Background: an optimization exercise with open tools, aiming at a short achievable clock period and few clock cycles. Do not read the settings as production practice.
Where RTL was checked, it was by simulation tests only, not by an equivalence proof against the original.
The flow treats the clock pin as an ideal source, which a real chip does not have.
No activity file was given, so power comes from the tool's default toggle rates.

## cpuTop
module cpuTop #(
    parameter logic [DataWidth-1:0] resetPc = '0
) (
    input  logic                    clk,
    input  logic                    rst,
    output logic [DataWidth-1:0]    pc,
    output logic                    instrReq,
    input  cpuPkg::instrWord                instr,
    output logic                    regWrEn,
    output logic [RegAddrWidth-1:0] regWrAddr,
    output logic [DataWidth-1:0]    regWrData
);
Size: roughly 5,100 cells after synthesis, roughly 39,000 um^2 of cells after synthesis.
==> flow/config.mk <==
export PLATFORM = sky130hd
export DESIGN_NAME = cpuTop
export DESIGN_NICKNAME = cpuTop
export VERILOG_FILES = /design/flow/design.v
export SDC_FILE = /design/flow/constraint.sdc
export NUM_CORES = 4
export LEC_CHECK = 0
export CAP_MARGIN = 20
export CORE_MARGIN = 2
export CORE_UTILIZATION = 40
export PLACE_DENSITY = 0.6
export SLEW_MARGIN = 20
export SYNTH_HIERARCHICAL = 1
export SYNTH_MINIMUM_KEEP_SIZE = 0
==> flow/constraint.sdc <==
create_clock -name core_clock -period 8.0 [get_ports {clk}]
set_input_delay 1.6000 -clock core_clock [delete_from_list [all_inputs] [get_ports {clk}]]
set_output_delay 1.6000 -clock core_clock [all_outputs]
set_load 0.01 [all_outputs]
standard.sh (not shown) runs the stock make flow with config.mk's settings and CLKGATE_MAP_FILE= SYNTH_SCRIPT=/design/flow/synth_recipe.tcl, a recipe that flattens the netlist after the stock synthesis.
==> flow/flow/run.sh <==
#!/bin/bash
# Standard layout without the full-adder extraction step of synthesis (so the
# hand-written prefix adders keep their structure), and with the timing repair
# aiming at a tighter setup margin.
set -euo pipefail
bash standard.sh ADDER_MAP_FILE= SETUP_SLACK_MARGIN=5.5 finish > make_finish.log 2>&1
The baseline went through all stages and came out clean.
Rerun with:
==> flow/run.sh (new file) <==
#!/bin/bash
# synth_recipe.tcl (not shown) runs the flow's synth.tcl, then flattens the netlist and writes it again
# the make line also repeats each setting of config.mk as NAME=value (left out here)
make -C /OpenROAD-flow-scripts/flow DESIGN_CONFIG=/design/flow/config.mk WORK_HOME=/design/flow/orfs CLKGATE_MAP_FILE= SYNTH_SCRIPT=/design/flow/synth_recipe.tcl finish
--- a/flow/config.mk
+++ b/flow/config.mk
@@ -11,2 +11,3 @@
 export PLACE_DENSITY = 0.6
+export SETUP_SLACK_MARGIN = 5
 export SLEW_MARGIN = 20
removed: flow/flow/run.sh
removed: flow/standard.sh
- worst setup slack gets better by 330 ps
- clock skew goes down by 7.9 ps
- sequential share of layout area rises by 0.88 points
No run of this note included a check of the RTL's function; only the layout flow was run.

Setup of v37:
cpuTop, a different RTL version from the one above (not shown whole).
Size in the first run: roughly 2800 cells after synthesis, about 56 I/O pins, roughly 0.027 mm^2 of cells after synthesis.
export LEC_CHECK = 0
export CAP_MARGIN = 20
export CORE_MARGIN = 2
export CORE_UTILIZATION = 40
export PLACE_DENSITY = 0.6
export SLEW_MARGIN = 20
export SYNTH_HIERARCHICAL = 1
export SYNTH_MINIMUM_KEEP_SIZE = 0
create_clock -name core_clock -period 8.0 [get_ports {clk}]
==> flow/flow/run.sh <==
#!/bin/bash
# The standard layout (standard.sh) with these changes:
#  - no full-adder extraction in synthesis (ADDER_MAP_FILE empty), so the
#    hand-built prefix adders keep their structure;
#  - timing repair may swap cells across footprints (MATCH_CELL_FOOTPRINT 0);
#  - ports are buffered with buf_8 cells;
#  - timing repair aims at a setup margin of 5.4 ns up to CTS, with extra
#    repair passes at the end of CTS (flow/extra_cts.tcl), and 5.25 ns after.
# Each make run's full output goes to its own log here; ORFS's per-step logs
# stay under orfs/logs.
set -euo pipefail
KNOBS=(ADDER_MAP_FILE= MATCH_CELL_FOOTPRINT=0 "BUFFER_PORTS_ARGS=-buffer_cell sky130_fd_sc_hd__buf_8")
bash standard.sh "${KNOBS[@]}" SETUP_SLACK_MARGIN=5.4 "POST_CTS_TCL=$PWD/flow/extra_cts.tcl" cts \
    > make_cts.log 2>&1
bash standard.sh "${KNOBS[@]}" SETUP_SLACK_MARGIN=5.25 finish > make_finish.log 2>&1
==> flow/flow/extra_cts.tcl <==
# Sourced at the end of ORFS's CTS step (POST_CTS_TCL). The step's own setup
# repair aims past what the output paths can reach and stops improving once
# they are the worst; these passes aim just below that, so the repair keeps
# working on the internal and input paths.
foreach margin {5.2 5.3} {
  repair_timing -setup -setup_margin $margin -hold_margin 0 -repair_tns 100 -verbose
}
detailed_placement
check_placement -verbose
Testbench counts of v37, summed over its fixed seeds: cycles 25,372.
diff inputs: v37 => v33
==> flow/flow/run.sh <==
#!/bin/bash
# The standard layout (standard.sh) with these changes:
#  - no full-adder extraction in synthesis (ADDER_MAP_FILE empty), so the
#    hand-built prefix adders keep their structure;
#  - timing repair may swap cells across footprints (MATCH_CELL_FOOTPRINT 0);
#  - timing repair aims at a setup margin of 5.4 ns;
#  - ports are buffered with buf_8 cells.
# make's full output goes to make_finish.log; ORFS's per-step logs stay under orfs/logs.
set -euo pipefail
bash standard.sh ADDER_MAP_FILE= MATCH_CELL_FOOTPRINT=0 SETUP_SLACK_MARGIN=5.4 \
    "BUFFER_PORTS_ARGS=-buffer_cell sky130_fd_sc_hd__buf_8" finish > make_finish.log 2>&1
removed: flow/flow/extra_cts.tcl
==> run summary <==
Looking at the reports, v33 completed the entire flow and the layout it produced met the timing, DRC and antenna checks. Sort v33 and v37 by total length of routed met2 wires desc -> top: v33. v37 → v33: final-layout non-clock buffer area share rose by 3.2 points, insertion delay of the later-clocked pin in the worst-skew pair did not really move, detailed-routed wire length on met3 has increased. v37 has higher worst hold margin than v33. Signed area change from the synthesized netlist to the final layout is higher on v33. v33 vs v37 on first-pass iteration count of the detailed router: v33 is the lower one. Going from v37 to v33, worst path setup slack after routing lower, number of design-rule violations left by the first detailed-router iteration went up by 355.
For v2, these inputs were changed with respect to v33:
Settings: swapping 40 for 60 in CORE_UTILIZATION; swapping 0.6 for 0.75 in PLACE_DENSITY.
==> flow/flow/run.sh <==
#!/bin/bash
# The standard layout (standard.sh) with these changes:
#  - no full-adder extraction in synthesis (ADDER_MAP_FILE empty), so the
#    hand-built prefix adders keep their structure;
#  - timing repair may swap cells across footprints (MATCH_CELL_FOOTPRINT 0);
#  - ports are buffered with buf_8 cells;
#  - timing repair aims at a setup margin of 5.4 ns up to CTS, with extra
#    repair passes at the end of CTS (flow/extra_cts.tcl), and 5.25 ns after.
# Each make run's full output goes to its own log here; ORFS's per-step logs
# stay under orfs/logs.
set -euo pipefail
KNOBS=(ADDER_MAP_FILE= MATCH_CELL_FOOTPRINT=0 "BUFFER_PORTS_ARGS=-buffer_cell sky130_fd_sc_hd__buf_8")
bash standard.sh "${KNOBS[@]}" SETUP_SLACK_MARGIN=5.4 "POST_CTS_TCL=$PWD/flow/extra_cts.tcl" cts \
    > make_cts.log 2>&1
bash standard.sh "${KNOBS[@]}" SETUP_SLACK_MARGIN=5.25 finish > make_finish.log 2>&1
==> flow/flow/extra_cts.tcl (new file) <==
# Sourced at the end of ORFS's CTS step (POST_CTS_TCL). The step's own setup
# repair aims past what the output paths can reach and stops improving once
# they are the worst; these passes aim just below that, so the repair keeps
# working on the internal and input paths.
foreach margin {5.2 5.3} {
  repair_timing -setup -setup_margin $margin -hold_margin 0 -repair_tns 100 -verbose
}
detailed_placement
check_placement -verbose
Notes after the runs:
- Vias after detailed routing delta (v2 − v33): favourable
- Power after layout ends up lower on v2.
- Diff v2 and v33: signal arrival time at the worst endpoint higher in v33
Input-level comparison between v32 and v2:
Settings: a change of PLACE_DENSITY from 0.75 to 0.6; a change of CORE_UTILIZATION from 60 to 40.
==> flow/flow/run.sh <==
#!/bin/bash
# The standard layout (standard.sh) with these changes:
#  - no full-adder extraction in synthesis (ADDER_MAP_FILE empty), so the
#    hand-built prefix adders keep their structure;
#  - timing repair may swap cells across footprints (MATCH_CELL_FOOTPRINT 0);
#  - ports are buffered with buf_8 cells;
set -euo pipefail
F=$PWD/flow
KNOBS=(ADDER_MAP_FILE= MATCH_CELL_FOOTPRINT=0 "BUFFER_PORTS_ARGS=-buffer_cell sky130_fd_sc_hd__buf_8"
       SETUP_SLACK_MARGIN=5.55)
bash standard.sh "${KNOBS[@]}" "POST_CTS_TCL=$F/extra_cts.tcl" cts > make_cts.log 2>&1
bash standard.sh "${KNOBS[@]}" "PRE_GLOBAL_ROUTE_TCL=$F/relax_outputs.tcl" \
    "POST_GLOBAL_ROUTE_TCL=$F/restore_outputs.tcl" finish > make_finish.log 2>&1
==> flow/flow/extra_cts.tcl <==
source [file join [file dirname [info script]] relax_outputs.tcl]
repair_timing -setup -setup_margin 5.6 -hold_margin 0 -repair_tns 100 -verbose
detailed_placement
check_placement -verbose
source [file join [file dirname [info script]] restore_outputs.tcl]
==> flow/flow/relax_outputs.tcl (new file) <==
# Optimisation aid: while the timing repair runs, the output ports' external
# delay is lowered so that the repair, which stops improving once its worst
# path cannot be improved, is not held up by the output paths (flip-flop to
# port, nothing to repair there) and keeps working on the other paths.
# restore_outputs.tcl puts the design's output delay back before the step
# writes its results.
set_output_delay 0.8 -clock [get_clocks core_clock] [all_outputs]
==> flow/flow/restore_outputs.tcl (new file) <==
# Puts back the design's output delay (20% of the 8 ns period), see
# relax_outputs.tcl.
set_output_delay 1.6 -clock [get_clocks core_clock] [all_outputs]
## What came out
Measured against v32, the non-clock buffer count of v2 comes out at 0.60 times the reference value. v2 → v32: final period utilization decreased 0.81 points, count of vias placed by the detailed router increased 1075, final wirelength increased 13000 um, number of stages on the worst hold path increased 2. v32: flow completed, timing, DRC and antenna clean. Setup WNS v2 -> v32: better. v32 and v2 ended up with roughly the same sequential power. Row clock latency at the later pin of the worst-skew pair: v32 higher / v2 lower. Higher maximum VDD drop goes to v2 over v32. Of v32 and v2, it is v32 that has the higher logic gate share of total power.

==> what the ideal ports hide <==
In the flow no input, the clock included, has a driving cell. The finished layouts below were timed again as built, in two steps.
Step 1 sets driving cells, clkbuf_16 on the clock port and buf_2 on the other inputs (assumed; they add their load-dependent delay and slew).
Step 2 adds t to the input delays and takes it off the output delays; t is the mean of the earliest and latest rising clock arrival at the registers after step 1. Input paths then give back, and output paths get back, about the clock's delay inside the block.
Three values: ideal ports, drivers, drivers and shift; two values: the first two.
| run | t (ns) | slack for setup (ns) | latest minus earliest clock arrival (ns) | worst data-port slew with drivers (ns) |
|---|---|---|---|---|
| the first run of note 1 | 0.795 | 3.066 / 2.860 / 2.065 | 0.046 / 0.046 | 0.52 |
| the second run of note 1 | 0.773 | 3.399 / 3.400 / 2.666 | 0.038 / 0.038 | 0.24 |
| v37 | 0.656 | 5.250 / 5.122 / 4.466 | 0.051 / 0.050 | 0.24 |
| v33 | 0.660 | 5.245 / 5.112 / 4.452 | 0.053 / 0.052 | 0.28 |
| v2 | 0.653 | 5.216 / 5.018 / 4.365 | 0.037 / 0.036 | 0.27 |
| v32 | 0.667 | 5.281 / 5.081 / 4.414 | 0.039 / 0.039 | 0.35 |
After both steps every run listed still meets setup and hold. The setup slack of the first run of note 1, which loses most, moves by -0.206 ns with the drivers and by -1.001 ns with both steps.
